Source: an optimization exercise on an open RTL-to-GDS flow (aim: small area, a short achievable clock period and few clock cycles). Production flows keep margins and buffers that such runs may drop. RTL that was checked went through simulation tests only; none was proved equivalent to the original. Power and IR drop assume default switching activity.

==> branch delta: inputs <==
==> flow/design.v <==
`timescale 1ns/1ps
`default_nettype none
module dsp_seg #(
    parameter int L = 1,
    parameter int W = 1
) (
    input  logic         clk,
    input  logic         en,
    input  logic         sel,
    input  logic [W-1:0] din,
    output logic [W-1:0] dout,
    output logic [W-1:0] last
);
    logic [W-1:0] st [L];
    always_ff @(posedge clk) begin
        if (en) begin
            st[0] <= din;
            for (int k = 1; k < L; k++) st[k] <= st[k-1];
        end
    end
    assign last = st[L-1];
    assign dout = sel ? st[L-1] : din;
endmodule
module dither_spi_top (
    input  logic SPI_CLK,
    input  logic rst,
    input  logic SPI_CS,
    input  logic SPI_MOSI,
    output logic SPI_MISO,
    output logic frame_ready
);
    localparam logic [1:0] ST_W = 2'd0, ST_H = 2'd1, ST_PIX = 2'd2, ST_OUT = 2'd3;
    logic       cs_q, mosi_q;
    logic [1:0] stg;
    logic [2:0] bc;           
    logic [6:0] sr;           
    logic [3:0] wm1, hm1;     
    logic [3:0] col, row;     
    logic       p1, p2, p3, p4, p5, p6, rdy, adv_q, fr, mo, tiny, nq;
    logic       fr_o, mo_o, fr_n, mo_n;    
    logic       f_lc, f_fc, f_lr, f_r0, f_last;    
    logic [7:0] pre;          
    logic [7:0] v;            
    logic [6:0] t1;           
    logic [3:0] t2;           
    logic [7:0] s0;           
    logic       w1, w2;       
    logic       wr_pend, rd_pend, wr_now, rd_now, b1, b2, rbit;
    logic [7:0] wp, rp;       
    logic [1:0] fc;           
    logic       bit_take, byte_done, is_last, adv, start, bc7;
    logic [7:0] byte_in;
    assign bit_take  = !cs_q && (stg != ST_OUT);
    assign byte_done = bit_take && (bc == 3'd7);
    assign byte_in   = {sr, mosi_q};
    assign is_last   = f_last;
    assign bc7       = cs_q ? (bc == 3'd7) : (bc == 3'd6);
    assign adv       = fr && !SPI_CS && bc7;
    assign start     = ((stg == ST_PIX) && byte_done && is_last && !tiny) || (rdy && !wr_pend);
    always_ff @(posedge SPI_CLK) begin
        cs_q   <= SPI_CS;
        mosi_q <= SPI_MOSI;
        if (bit_take) sr <= byte_in[6:0];
    end
    always_ff @(posedge SPI_CLK or posedge rst) begin
        if (rst) begin
            stg   <= ST_W;
            bc    <= '0;
            p1    <= 1'b0;
            p2    <= 1'b0;
            p3    <= 1'b0;
            p4    <= 1'b0;
            p5    <= 1'b0;
            p6    <= 1'b0;
            rdy   <= 1'b0;
            adv_q <= 1'b0;
            fr    <= 1'b0;
        end else begin
            if (stg == ST_OUT && adv_q && !fr) bc <= '0;
            else if (stg != ST_OUT ? bit_take : (fr && !cs_q)) bc <= bc + 3'd1;
            p1    <= (stg == ST_PIX) && byte_done;
            p2    <= p1;
            p3    <= p2;
            p4    <= p3;
            p5    <= p4;
            p6    <= p5;
            if (p1 && stg == ST_OUT && tiny) rdy <= 1'b1;
            else if (!wr_pend) rdy <= 1'b0;
            adv_q <= adv;
            fr    <= fr_n;
            case (stg)
                ST_W:   if (byte_done) stg <= ST_H;
                ST_H:   if (byte_done) stg <= ST_PIX;
                ST_PIX: if (byte_done && is_last) stg <= ST_OUT;
                default: if (adv_q && !fr) stg <= ST_W;
            endcase
        end
    end
    always_ff @(posedge SPI_CLK) begin
        case (stg)
            ST_W: if (byte_done) wm1 <= byte_in[3:0] - 4'd1;
            ST_H: begin
                if (byte_done) hm1 <= byte_in[3:0] - 4'd1;
                w1 <= (wm1 == 4'd0);
                w2 <= (wm1 == 4'd1);
            end
            default: ;
        endcase
        tiny <= ((hm1 == 4'd0) && (wm1 <= 4'd3)) || ((wm1 == 4'd0) && (hm1 <= 4'd3)) ||
                 ((wm1 == 4'd1) && (hm1 == 4'd1));
        if (stg == ST_W || stg == ST_H || start) begin
            col <= '0;
            row <= '0;
        end else if ((p5 && stg == ST_PIX) || adv_q) begin
            if (col == wm1) begin
                col <= '0;
                row <= row + 4'd1;
            end else begin
                col <= col + 4'd1;
            end
        end
    end
    always_ff @(posedge SPI_CLK) begin
        f_lc   <= (col == wm1);
        f_fc   <= (col == 4'd0);
        f_lr   <= (row == hm1);
        f_r0   <= (row == 4'd0);
        f_last <= (col == wm1) && (row == hm1);
    end
    logic       n, ga, g3, g5, gf;
    logic [10:0] e7;
    logic [9:0]  e3;
    logic [10:0] e5;
    assign n  = v[7];
    assign ga = !f_lc;
    assign g5 = !f_lr;
    assign g3 = !f_lr && !f_fc;
    assign gf = !f_lr && !f_lc;
    assign e7 = {v, 3'b000} - {3'b000, v};
    assign e3 = {1'b0, v, 1'b0} + {2'b00, v};
    assign e5 = {1'b0, v, 2'b00} + {3'b000, v};
    logic [7:0]  lr [16];
    logic [3:0]  lwp, lrp;       
    logic        lw_pend, lr_pend, lw_now, lr_now, acc;
    logic [7:0]  lb, lrd;
    assign lw_now = lw_pend && (lwp[1:0] == 2'd0);
    assign lr_now = lr_pend && (lrp[1:0] == 2'd1);
    always_comb begin
        lrd = lr[0];
        for (int j = 1; j < 4; j++) if (lrp[3:2] == j[1:0]) lrd = lr[4*j];
    end
    always_ff @(posedge SPI_CLK) begin
        for (int q = 0; q < 4; q++) begin
            lr[4*q] <= (lw_now && lwp[3:2] == q[1:0]) ? s0 : lr[(4*q+15) % 16];
            for (int k = 1; k < 4; k++) lr[4*q+k] <= lr[4*q+k-1];
        end
    end
    assign lb  = w1 ? {1'b0, t1} : w2 ? s0 : lrd;
    assign acc = (w1 || w2) ? p6 : lr_now;
    always_ff @(posedge SPI_CLK) begin
        if (stg == ST_W || stg == ST_H) begin
            lrp     <= 4'd1;
            lwp     <= wm1;
            lw_pend <= 1'b0;
            lr_pend <= 1'b0;
        end else begin
            lwp <= lwp + (lw_now ? 4'd2 : 4'd1);
            lrp <= lrp + (lr_now ? 4'd2 : 4'd1);
            if (p3) lw_pend <= 1'b1;
            else if (lw_now) lw_pend <= 1'b0;
            if (p2) lr_pend <= 1'b1;
            else if (lr_now) lr_pend <= 1'b0;
        end
    end
    always_ff @(posedge SPI_CLK) begin
        if (stg == ST_W || stg == ST_H) begin
            pre <= '0;
            t2  <= '0;
        end else begin
            if (byte_done) v <= byte_in + pre;
            if (p1) begin
                v  <= v + {7'd0, n};    
                nq <= n;
            end
            if (p2) begin
                s0  <= g3 ? {2'b00, e3[9:4]} : 8'd0;
                pre <= ga ? {1'b0, e7[10:4]} : 8'd0;
            end
            if (p3) s0 <= s0 + {1'b0, t1};
            if (p4) t1 <= g5 ? e5[10:4] : 7'd0;
            if (p5) begin
                t1 <= t1 + {3'd0, t2};
                t2 <= gf ? v[7:4] : 4'd0;
            end
            if (acc && !(f_r0 && !f_lc)) pre <= pre + lb;
        end
    end
    logic [255:0] ring;
    logic [31:0]  wsel;
    assign wr_now = wr_pend && (wp[2:0] == 3'd0);
    assign rd_now = fr && rd_pend && (rp[2:0] == 3'd1);
    always_comb begin
        wsel = '0;
        wsel[wp[7:3]] = wr_now;
    end
    always_ff @(posedge SPI_CLK) begin
        for (int q = 0; q < 32; q++) begin
            ring[8*q] <= wsel[q] ? nq : ring[(8*q+255) % 256];
            for (int k = 1; k < 8; k++) ring[8*q+k] <= ring[8*q+k-1];
        end
    end
    always_comb begin
        rbit = 1'b0;
        for (int j = 0; j < 32; j++) if (rp[7:3] == j[4:0]) rbit = ring[8*j];
    end
    always_ff @(posedge SPI_CLK) begin
        if (stg == ST_W || stg == ST_H) begin
            wp      <= 8'd0;
            rp      <= 8'd2;
            wr_pend <= 1'b0;
            rd_pend <= 1'b0;
            fc      <= 2'd0;
        end else begin
            wp <= wp + (wr_now ? 8'd2 : 8'd1);
            if (p1) wr_pend <= 1'b1;
            else if (wr_now) wr_pend <= 1'b0;
            if (p1 && fc != 2'd3) fc <= fc + 2'd1;
            rp <= rp + (adv_q ? 8'd2 : 8'd1);
            if (adv_q) begin
                b1      <= rd_now ? rbit : b2;
                rd_pend <= 1'b1;
            end else if (rd_now) begin
                b2      <= rbit;
                rd_pend <= 1'b0;
            end else if (p1 && fc == 2'd1) begin
                b1 <= n;
            end else if (p1 && fc == 2'd2) begin
                b2 <= n;
            end
        end
        mo   <= mo_n;
        mo_o <= (stg == ST_W || stg == ST_H) ? 1'b0 : mo_n;
        fr_o <= fr_n && !rst;
    end
    assign fr_n = start ? 1'b1 : (adv && is_last) ? 1'b0 : fr;
    assign mo_n = adv ? b1 : (p1 && fc == 2'd0 && stg != ST_W && stg != ST_H) ? n : mo;
    assign SPI_MISO    = mo_o;
    assign frame_ready = fr_o;
endmodule
`default_nettype wire
==> flow/flow/run.sh <==
#!/bin/bash
bash standard.sh SETUP_SLACK_MARGIN=7 TNS_END_PERCENT=0 \
    BUFFER_PORTS_ARGS="-buffer_cell sky130_fd_sc_hd__buf_4" finish > standard.log 2>&1
==> flow/standard.sh <==
#!/bin/bash
# synth_recipe.tcl (not shown) runs the flow's synth.tcl, then flattens the netlist and writes it again
# the make line also repeats each setting of config.mk as NAME=value (left out here)
make -C /OpenROAD-flow-scripts/flow DESIGN_CONFIG=/design/flow/config.mk WORK_HOME=/design/flow/orfs CLKGATE_MAP_FILE= SYNTH_SCRIPT=/design/flow/synth_recipe.tcl "${@:-finish}"
==> flow/config.mk <==
export PLATFORM = sky130hd
export DESIGN_NAME = dither_spi_top
export DESIGN_NICKNAME = dither_spi_top
export VERILOG_FILES = /design/flow/design.v
export SDC_FILE = /design/flow/constraint.sdc
export NUM_CORES = 4
export LEC_CHECK = 0
export CAP_MARGIN = 20
export CORE_MARGIN = 2
export CORE_UTILIZATION = 65
export CTS_BUF_LIST = sky130_fd_sc_hd__clkbuf_8
export CTS_CLUSTER_DIAMETER = 60
export CTS_CLUSTER_SIZE = 20
export SLEW_MARGIN = 20
export SYNTH_MEMORY_MAX_BITS = 4096
==> flow/constraint.sdc <==
create_clock -name core_clock -period 10.0 [get_ports {SPI_CLK}]
set_input_delay 2.0000 -clock core_clock [delete_from_list [all_inputs] [get_ports {SPI_CLK}]]
set_output_delay 2.0000 -clock core_clock [all_outputs]
set_load 0.01 [all_outputs]
==> inputs of branch indigo, as changes to branch delta <==
--- a/flow/design.v
+++ b/flow/design.v
@@ -9,6 +9,5 @@
     input  logic         sel,
     input  logic [W-1:0] din,
-    output logic [W-1:0] dout,
-    output logic [W-1:0] last
+    output logic [W-1:0] dout
 );
     logic [W-1:0] st [L];
@@ -19,5 +18,4 @@
         end
     end
-    assign last = st[L-1];
     assign dout = sel ? st[L-1] : din;
 endmodule
@@ -37,6 +35,5 @@
     logic [3:0] wm1, hm1;     
     logic [3:0] col, row;     
-    logic       p1, p2, p3, p4, p5, p6, rdy, adv_q, fr, mo, tiny, nq;
-    logic       fr_o, mo_o, fr_n, mo_n;    
+    logic       p1, p2, p3, p4, rdy, adv_q, fr, mo, tiny, nq;
     logic       f_lc, f_fc, f_lr, f_r0, f_last;    
     logic [7:0] pre;          
@@ -45,5 +42,5 @@
     logic [3:0] t2;           
     logic [7:0] s0;           
-    logic       w1, w2;       
+    logic       sel1, sel2, sel4, sel7, w1;
     logic       wr_pend, rd_pend, wr_now, rd_now, b1, b2, rbit;
     logic [7:0] wp, rp;       
@@ -71,6 +68,4 @@
             p3    <= 1'b0;
             p4    <= 1'b0;
-            p5    <= 1'b0;
-            p6    <= 1'b0;
             rdy   <= 1'b0;
             adv_q <= 1'b0;
@@ -83,10 +78,9 @@
             p3    <= p2;
             p4    <= p3;
-            p5    <= p4;
-            p6    <= p5;
             if (p1 && stg == ST_OUT && tiny) rdy <= 1'b1;
             else if (!wr_pend) rdy <= 1'b0;
             adv_q <= adv;
-            fr    <= fr_n;
+            if (start) fr <= 1'b1;
+            else if (adv && is_last) fr <= 1'b0;
             case (stg)
                 ST_W:   if (byte_done) stg <= ST_H;
@@ -97,4 +91,6 @@
         end
     end
+    logic [3:0] m;
+    assign m = wm1 - 4'd1;
     always_ff @(posedge SPI_CLK) begin
         case (stg)
@@ -102,6 +98,7 @@
             ST_H: begin
                 if (byte_done) hm1 <= byte_in[3:0] - 4'd1;
-                w1 <= (wm1 == 4'd0);
-                w2 <= (wm1 == 4'd1);
+                w1   <= (wm1 == 4'd0);
+                sel7 <= (m >= 4'd7) && (wm1 != 4'd0);
+                {sel4, sel2, sel1} <= (m >= 4'd7) ? 3'(m - 4'd7) : m[2:0];
             end
             default: ;
@@ -112,5 +109,5 @@
             col <= '0;
             row <= '0;
-        end else if ((p5 && stg == ST_PIX) || adv_q) begin
+        end else if ((p3 && stg == ST_PIX) || adv_q) begin
             if (col == wm1) begin
                 col <= '0;
@@ -129,7 +126,6 @@
     end
     logic       n, ga, g3, g5, gf;
-    logic [10:0] e7;
-    logic [9:0]  e3;
-    logic [10:0] e5;
+    logic [10:0] sum7, sum5;
+    logic [11:0] sum3;
     assign n  = v[7];
     assign ga = !f_lc;
@@ -137,40 +133,8 @@
     assign g3 = !f_lr && !f_fc;
     assign gf = !f_lr && !f_lc;
-    assign e7 = {v, 3'b000} - {3'b000, v};
-    assign e3 = {1'b0, v, 1'b0} + {2'b00, v};
-    assign e5 = {1'b0, v, 2'b00} + {3'b000, v};
-    logic [7:0]  lr [16];
-    logic [3:0]  lwp, lrp;       
-    logic        lw_pend, lr_pend, lw_now, lr_now, acc;
-    logic [7:0]  lb, lrd;
-    assign lw_now = lw_pend && (lwp[1:0] == 2'd0);
-    assign lr_now = lr_pend && (lrp[1:0] == 2'd1);
-    always_comb begin
-        lrd = lr[0];
-        for (int j = 1; j < 4; j++) if (lrp[3:2] == j[1:0]) lrd = lr[4*j];
-    end
-    always_ff @(posedge SPI_CLK) begin
-        for (int q = 0; q < 4; q++) begin
-            lr[4*q] <= (lw_now && lwp[3:2] == q[1:0]) ? s0 : lr[(4*q+15) % 16];
-            for (int k = 1; k < 4; k++) lr[4*q+k] <= lr[4*q+k-1];
-        end
-    end
-    assign lb  = w1 ? {1'b0, t1} : w2 ? s0 : lrd;
-    assign acc = (w1 || w2) ? p6 : lr_now;
-    always_ff @(posedge SPI_CLK) begin
-        if (stg == ST_W || stg == ST_H) begin
-            lrp     <= 4'd1;
-            lwp     <= wm1;
-            lw_pend <= 1'b0;
-            lr_pend <= 1'b0;
-        end else begin
-            lwp <= lwp + (lw_now ? 4'd2 : 4'd1);
-            lrp <= lrp + (lr_now ? 4'd2 : 4'd1);
-            if (p3) lw_pend <= 1'b1;
-            else if (lw_now) lw_pend <= 1'b0;
-            if (p2) lr_pend <= 1'b1;
-            else if (lr_now) lr_pend <= 1'b0;
-        end
-    end
+    assign sum7 = ({v, 2'b00} & {10{ga}}) + ({1'b0, v, 1'b0} & {10{ga}}) + ({2'b00, v} & {10{ga}});
+    assign sum5 = {t2, 4'b0000} + ({v, 2'b00} & {10{g5}}) + ({2'b00, v} & {10{g5}});
+    assign sum3 = {1'b0, t1, 4'b0000} + ({2'b00, v, 1'b0} & {11{g3}}) + ({3'b000, v} & {11{g3}});
+    logic [7:0] dl_out, lb;
     always_ff @(posedge SPI_CLK) begin
         if (stg == ST_W || stg == ST_H) begin
@@ -184,16 +148,20 @@
             end
             if (p2) begin
-                s0  <= g3 ? {2'b00, e3[9:4]} : 8'd0;
-                pre <= ga ? {1'b0, e7[10:4]} : 8'd0;
-            end
-            if (p3) s0 <= s0 + {1'b0, t1};
-            if (p4) t1 <= g5 ? e5[10:4] : 7'd0;
-            if (p5) begin
-                t1 <= t1 + {3'd0, t2};
+                s0  <= sum3[11:4];
+                pre <= {1'b0, sum7[10:4]};
+            end
+            if (p3) begin
+                t1 <= sum5[10:4];
                 t2 <= gf ? v[7:4] : 4'd0;
             end
-            if (acc && !(f_r0 && !f_lc)) pre <= pre + lb;
-        end
-    end
+            if (p4 && !(f_r0 && !f_lc)) pre <= pre + lb;
+        end
+    end
+    logic [7:0] d1, d2, d4;
+    dsp_seg #(.L(1), .W(8)) u_l1 (.clk(SPI_CLK), .en(p2), .sel(sel1), .din(s0), .dout(d1));
+    dsp_seg #(.L(2), .W(8)) u_l2 (.clk(SPI_CLK), .en(p2), .sel(sel2), .din(d1), .dout(d2));
+    dsp_seg #(.L(4), .W(8)) u_l4 (.clk(SPI_CLK), .en(p2), .sel(sel4), .din(d2), .dout(d4));
+    dsp_seg #(.L(7), .W(8)) u_l7 (.clk(SPI_CLK), .en(p2), .sel(sel7), .din(d4), .dout(dl_out));
+    assign lb = w1 ? {1'b0, t1} : dl_out;
     logic [255:0] ring;
     logic [31:0]  wsel;
@@ -239,12 +207,9 @@
             end
         end
-        mo   <= mo_n;
-        mo_o <= (stg == ST_W || stg == ST_H) ? 1'b0 : mo_n;
-        fr_o <= fr_n && !rst;
-    end
-    assign fr_n = start ? 1'b1 : (adv && is_last) ? 1'b0 : fr;
-    assign mo_n = adv ? b1 : (p1 && fc == 2'd0 && stg != ST_W && stg != ST_H) ? n : mo;
-    assign SPI_MISO    = mo_o;
-    assign frame_ready = fr_o;
+        if (adv) mo <= b1;
+        else if (p1 && fc == 2'd0 && stg != ST_W && stg != ST_H) mo <= n;
+    end
+    assign SPI_MISO    = mo;
+    assign frame_ready = fr;
 endmodule
 `default_nettype wire
==> flow/run.sh (new file) <==
#!/bin/bash
# synth_recipe.tcl (not shown) runs the flow's synth.tcl, then flattens the netlist and writes it again
# the make line also repeats each setting of config.mk as NAME=value (left out here)
make -C /OpenROAD-flow-scripts/flow DESIGN_CONFIG=/design/flow/config.mk WORK_HOME=/design/flow/orfs CLKGATE_MAP_FILE= SYNTH_SCRIPT=/design/flow/synth_recipe.tcl finish
Settings changed: CORE_UTILIZATION 65 to 40, CTS_BUF_LIST sky130_fd_sc_hd__clkbuf_8 to not set, CTS_CLUSTER_DIAMETER 60 to not set, CTS_CLUSTER_SIZE 20 to not set.
removed: flow/flow/run.sh
removed: flow/standard.sh
==> inputs of branch harbor, as changes to branch delta <==
--- a/flow/design.v
+++ b/flow/design.v
@@ -35,7 +35,7 @@
     logic [2:0] bc;           
     logic [6:0] sr;           
-    logic [3:0] wm1, hm1;     
+    logic [3:0] wd, hd;       
     logic [3:0] col, row;     
-    logic       p1, p2, p3, p4, p5, p6, rdy, adv_q, fr, mo, tiny, nq;
+    logic       p1, p2, p3, p4, p5, p6, rdy, adv_q, fr, mo, nq;
     logic       fr_o, mo_o, fr_n, mo_n;    
     logic       f_lc, f_fc, f_lr, f_r0, f_last;    
@@ -57,6 +57,13 @@
     assign bc7       = cs_q ? (bc == 3'd7) : (bc == 3'd6);
     assign adv       = fr && !SPI_CS && bc7;
-    assign start     = ((stg == ST_PIX) && byte_done && is_last && !tiny) || (rdy && !wr_pend);
-    always_ff @(posedge SPI_CLK) begin
+    assign start     = rdy && !wr_pend;
+    always_ff @(posedge SPI_CLK) begin
+        p1     <= (stg == ST_PIX) && byte_done;
+        p2     <= p1;
+        p3     <= p2;
+        p4     <= p3;
+        p5     <= p4;
+        p6     <= p5;
+        adv_q  <= adv;
         cs_q   <= SPI_CS;
         mosi_q <= SPI_MOSI;
@@ -67,25 +74,11 @@
             stg   <= ST_W;
             bc    <= '0;
-            p1    <= 1'b0;
-            p2    <= 1'b0;
-            p3    <= 1'b0;
-            p4    <= 1'b0;
-            p5    <= 1'b0;
-            p6    <= 1'b0;
             rdy   <= 1'b0;
-            adv_q <= 1'b0;
             fr    <= 1'b0;
         end else begin
             if (stg == ST_OUT && adv_q && !fr) bc <= '0;
             else if (stg != ST_OUT ? bit_take : (fr && !cs_q)) bc <= bc + 3'd1;
-            p1    <= (stg == ST_PIX) && byte_done;
-            p2    <= p1;
-            p3    <= p2;
-            p4    <= p3;
-            p5    <= p4;
-            p6    <= p5;
-            if (p1 && stg == ST_OUT && tiny) rdy <= 1'b1;
+            if (p1 && stg == ST_OUT) rdy <= 1'b1;
             else if (!wr_pend) rdy <= 1'b0;
-            adv_q <= adv;
             fr    <= fr_n;
             case (stg)
@@ -99,20 +92,18 @@
     always_ff @(posedge SPI_CLK) begin
         case (stg)
-            ST_W: if (byte_done) wm1 <= byte_in[3:0] - 4'd1;
+            ST_W: if (byte_done) wd <= byte_in[3:0];
             ST_H: begin
-                if (byte_done) hm1 <= byte_in[3:0] - 4'd1;
-                w1 <= (wm1 == 4'd0);
-                w2 <= (wm1 == 4'd1);
+                if (byte_done) hd <= byte_in[3:0];
+                w1 <= (wd == 4'd1);
+                w2 <= (wd == 4'd2);
             end
             default: ;
         endcase
-        tiny <= ((hm1 == 4'd0) && (wm1 <= 4'd3)) || ((wm1 == 4'd0) && (hm1 <= 4'd3)) ||
-                 ((wm1 == 4'd1) && (hm1 == 4'd1));
         if (stg == ST_W || stg == ST_H || start) begin
-            col <= '0;
-            row <= '0;
+            col <= 4'd1;
+            row <= 4'd1;
         end else if ((p5 && stg == ST_PIX) || adv_q) begin
-            if (col == wm1) begin
-                col <= '0;
+            if (col == wd) begin
+                col <= 4'd1;
                 row <= row + 4'd1;
             end else begin
@@ -122,9 +113,9 @@
     end
     always_ff @(posedge SPI_CLK) begin
-        f_lc   <= (col == wm1);
-        f_fc   <= (col == 4'd0);
-        f_lr   <= (row == hm1);
-        f_r0   <= (row == 4'd0);
-        f_last <= (col == wm1) && (row == hm1);
+        f_lc   <= (col == wd);
+        f_fc   <= (col == 4'd1);
+        f_lr   <= (row == hd);
+        f_r0   <= (row == 4'd1);
+        f_last <= (col == wd) && (row == hd);
     end
     logic       n, ga, g3, g5, gf;
@@ -142,6 +133,7 @@
     logic [7:0]  lr [16];
     logic [3:0]  lwp, lrp;       
-    logic        lw_pend, lr_pend, lw_now, lr_now, acc;
-    logic [7:0]  lb, lrd;
+    logic        lw_pend, lr_pend, lw_now, lr_now;
+    logic [7:0]  lb, lrd, lbq;
+    logic        cap, acc_q;
     assign lw_now = lw_pend && (lwp[1:0] == 2'd0);
     assign lr_now = lr_pend && (lrp[1:0] == 2'd1);
@@ -157,9 +149,13 @@
     end
     assign lb  = w1 ? {1'b0, t1} : w2 ? s0 : lrd;
-    assign acc = (w1 || w2) ? p6 : lr_now;
+    assign cap = (w1 || w2) ? p6 : lr_now;
+    always_ff @(posedge SPI_CLK) begin
+        if (cap) lbq <= lb;
+        acc_q <= cap && !(f_r0 && !f_lc) && (stg == ST_PIX || stg == ST_OUT);
+    end
     always_ff @(posedge SPI_CLK) begin
         if (stg == ST_W || stg == ST_H) begin
-            lrp     <= 4'd1;
-            lwp     <= wm1;
+            lrp     <= 4'd2;
+            lwp     <= wd;
             lw_pend <= 1'b0;
             lr_pend <= 1'b0;
@@ -193,10 +189,9 @@
                 t2 <= gf ? v[7:4] : 4'd0;
             end
-            if (acc && !(f_r0 && !f_lc)) pre <= pre + lb;
+            if (acc_q) pre <= pre + lbq;
         end
     end
     logic [255:0] ring;
     logic [31:0]  wsel;
-    assign wr_now = wr_pend && (wp[2:0] == 3'd0);
     assign rd_now = fr && rd_pend && (rp[2:0] == 3'd1);
     always_comb begin
@@ -219,4 +214,5 @@
             rp      <= 8'd2;
             wr_pend <= 1'b0;
+            wr_now  <= 1'b0;
             rd_pend <= 1'b0;
             fc      <= 2'd0;
@@ -225,4 +221,5 @@
             if (p1) wr_pend <= 1'b1;
             else if (wr_now) wr_pend <= 1'b0;
+            wr_now <= (wp[2:0] == 3'd7) && (p1 || wr_pend);
             if (p1 && fc != 2'd3) fc <= fc + 2'd1;
             rp <= rp + (adv_q ? 8'd2 : 8'd1);
==> flow/flow/run.sh (replaced) <==
#!/bin/bash
bash standard.sh SETUP_SLACK_MARGIN=7 TNS_END_PERCENT=0 \
    BUFFER_PORTS_ARGS="-buffer_cell sky130_fd_sc_hd__buf_4" \
    CTS_ARGS="-sink_clustering_enable -repair_clock_nets -buf_list sky130_fd_sc_hd__clkbuf_16 -sink_clustering_size 24 -sink_clustering_max_diameter 100 -root_buf sky130_fd_sc_hd__clkbuf_16" \
    finish > standard.log 2>&1
==> inputs of branch pepper, as changes to branch delta <==
--- a/flow/design.v
+++ b/flow/design.v
@@ -38,5 +38,4 @@
     logic [3:0] col, row;     
     logic       p1, p2, p3, p4, p5, p6, rdy, adv_q, fr, mo, tiny, nq;
-    logic       fr_o, mo_o, fr_n, mo_n;    
     logic       f_lc, f_fc, f_lr, f_r0, f_last;    
     logic [7:0] pre;          
@@ -88,5 +87,6 @@
             else if (!wr_pend) rdy <= 1'b0;
             adv_q <= adv;
-            fr    <= fr_n;
+            if (start) fr <= 1'b1;
+            else if (adv && is_last) fr <= 1'b0;
             case (stg)
                 ST_W:   if (byte_done) stg <= ST_H;
@@ -239,12 +239,9 @@
             end
         end
-        mo   <= mo_n;
-        mo_o <= (stg == ST_W || stg == ST_H) ? 1'b0 : mo_n;
-        fr_o <= fr_n && !rst;
-    end
-    assign fr_n = start ? 1'b1 : (adv && is_last) ? 1'b0 : fr;
-    assign mo_n = adv ? b1 : (p1 && fc == 2'd0 && stg != ST_W && stg != ST_H) ? n : mo;
-    assign SPI_MISO    = mo_o;
-    assign frame_ready = fr_o;
+        if (adv) mo <= b1;
+        else if (p1 && fc == 2'd0 && stg != ST_W && stg != ST_H) mo <= n;
+    end
+    assign SPI_MISO    = mo;
+    assign frame_ready = fr;
 endmodule
 `default_nettype wire
==> flow/flow/run.sh (replaced) <==
#!/bin/bash
bash standard.sh SETUP_SLACK_MARGIN=7 TNS_END_PERCENT=0 \
    BUFFER_PORTS_ARGS="-buffer_cell sky130_fd_sc_hd__buf_4" \
    CTS_ARGS="-sink_clustering_enable -repair_clock_nets -buf_list sky130_fd_sc_hd__clkbuf_8 -sink_clustering_size 20 -sink_clustering_max_diameter 60 -root_buf sky130_fd_sc_hd__clkbuf_16" \
    finish > standard.log 2>&1
Settings changed: CORE_UTILIZATION 65 to 78, PLACE_DENSITY set to 0.82.
==> comparison table <==
Status: branch harbor timing/DRC/antenna clean; branch pepper timing/DRC/antenna clean; branch indigo timing/DRC/antenna clean; branch delta timing/DRC/antenna clean
Count of non-CTS buffers in the layout: branch harbor 7; branch pepper 8; branch indigo 8; branch delta 11
Total Nets Final: branch harbor 1,413; branch pepper 1,413; branch indigo 1,340; branch delta 1,446
Placeable Area: branch harbor 25,000 µm²; branch pepper 20,400 µm²; branch indigo 40,800 µm²; branch delta 25,100 µm²
Int Power: branch harbor 2770 µW; branch pepper 2730 µW; branch indigo 3340 µW; branch delta 2630 µW
Met1 usage in global routing: branch harbor 28.3%; branch pepper 38.1%; branch indigo 18.7%; branch delta 30.0%
Maximum number of pins on one net before global-route repair: branch harbor 45; branch pepper 33; branch indigo 75; branch delta 40
GRT met3 Usage: branch harbor 3.10%; branch pepper 3.33%; branch indigo 2.65%; branch delta 2.85%
H-tree Lvls: branch harbor 1; branch pepper 1; branch indigo 2; branch delta 1
Worst Setup Slack post-DPL: branch harbor 7.03 ns; branch pepper 6.73 ns; branch indigo 6.42 ns; branch delta 6.72 ns
Pwr dens: branch harbor 211 nW/µm²; branch pepper 221 nW/µm²; branch indigo 234 nW/µm²; branch delta 204 nW/µm²
Number of placement rows: branch harbor 58; branch pepper 52; branch indigo 74; branch delta 58
Combinational Power Share: branch harbor 10.4%; branch pepper 15.1%; branch indigo 9.5%; branch delta 12.5%
Clock root buffer: branch harbor clkbuf_16; branch pepper clkbuf_16; branch indigo clkbuf_16; branch delta clkbuf_8
Vias: branch harbor 8,880; branch pepper 9,394; branch indigo 8,661; branch delta 9,166
Syn nets: branch harbor 1,415; branch pepper 1,407; branch indigo 1,315; branch delta 1,439
Clock transition time at the flip-flop clock pins of the worst setup and hold paths: branch harbor 0.10 ns; branch pepper 0.12 ns; branch indigo 0.06 ns; branch delta 0.11 ns
Clock insertion delay at the later pin of the skew report: branch harbor 0.57 ns; branch pepper 0.54 ns; branch indigo 0.60 ns; branch delta 0.63 ns
Testbench counts of branch indigo, summed over its fixed seeds: cycles 219,664.
Testbench counts of branch pepper, summed over its fixed seeds: cycles 219,664.
Only the layout flow was run in branch delta and branch harbor; the RTL was not checked for function there.

-- port drivers added, routing unchanged --
The flow's constraints put no driver on any port. The routed layouts listed below were extracted and timed again, unchanged, in two steps. Step 1: set_driving_cell puts a clkbuf_16 on SPI_CLK and a buf_2 on each other input, an assumption about the parent block. Step 2 times the ports against the registers' clock, not the clock port: input delays grow and output delays shrink by t, the midpoint of the rising clock arrivals with the driver on. a / b / c = ideal / step 1 / step 2; a / b = the first two.
run | shift t [ns] | setup slack, ns | worst hold slack (ns) | clock arrival spread, ns
branch delta | 0.661 | 6.931 / 6.886 / 7.053 | 0.334 / 0.334 / 0.334 | 0.031 / 0.031
branch indigo | 0.613 | 6.318 / 6.269 / 6.398 | 0.267 / 0.267 / 0.267 | 0.080 / 0.080
branch harbor | 0.604 | 6.997 / 6.949 / 7.011 | 0.320 / 0.320 / 0.320 | 0.020 / 0.020
branch pepper | 0.582 | 6.877 / 6.828 / 7.056 | 0.322 / 0.322 / 0.322 | 0.030 / 0.030
After both steps setup and hold are still met in every run listed.
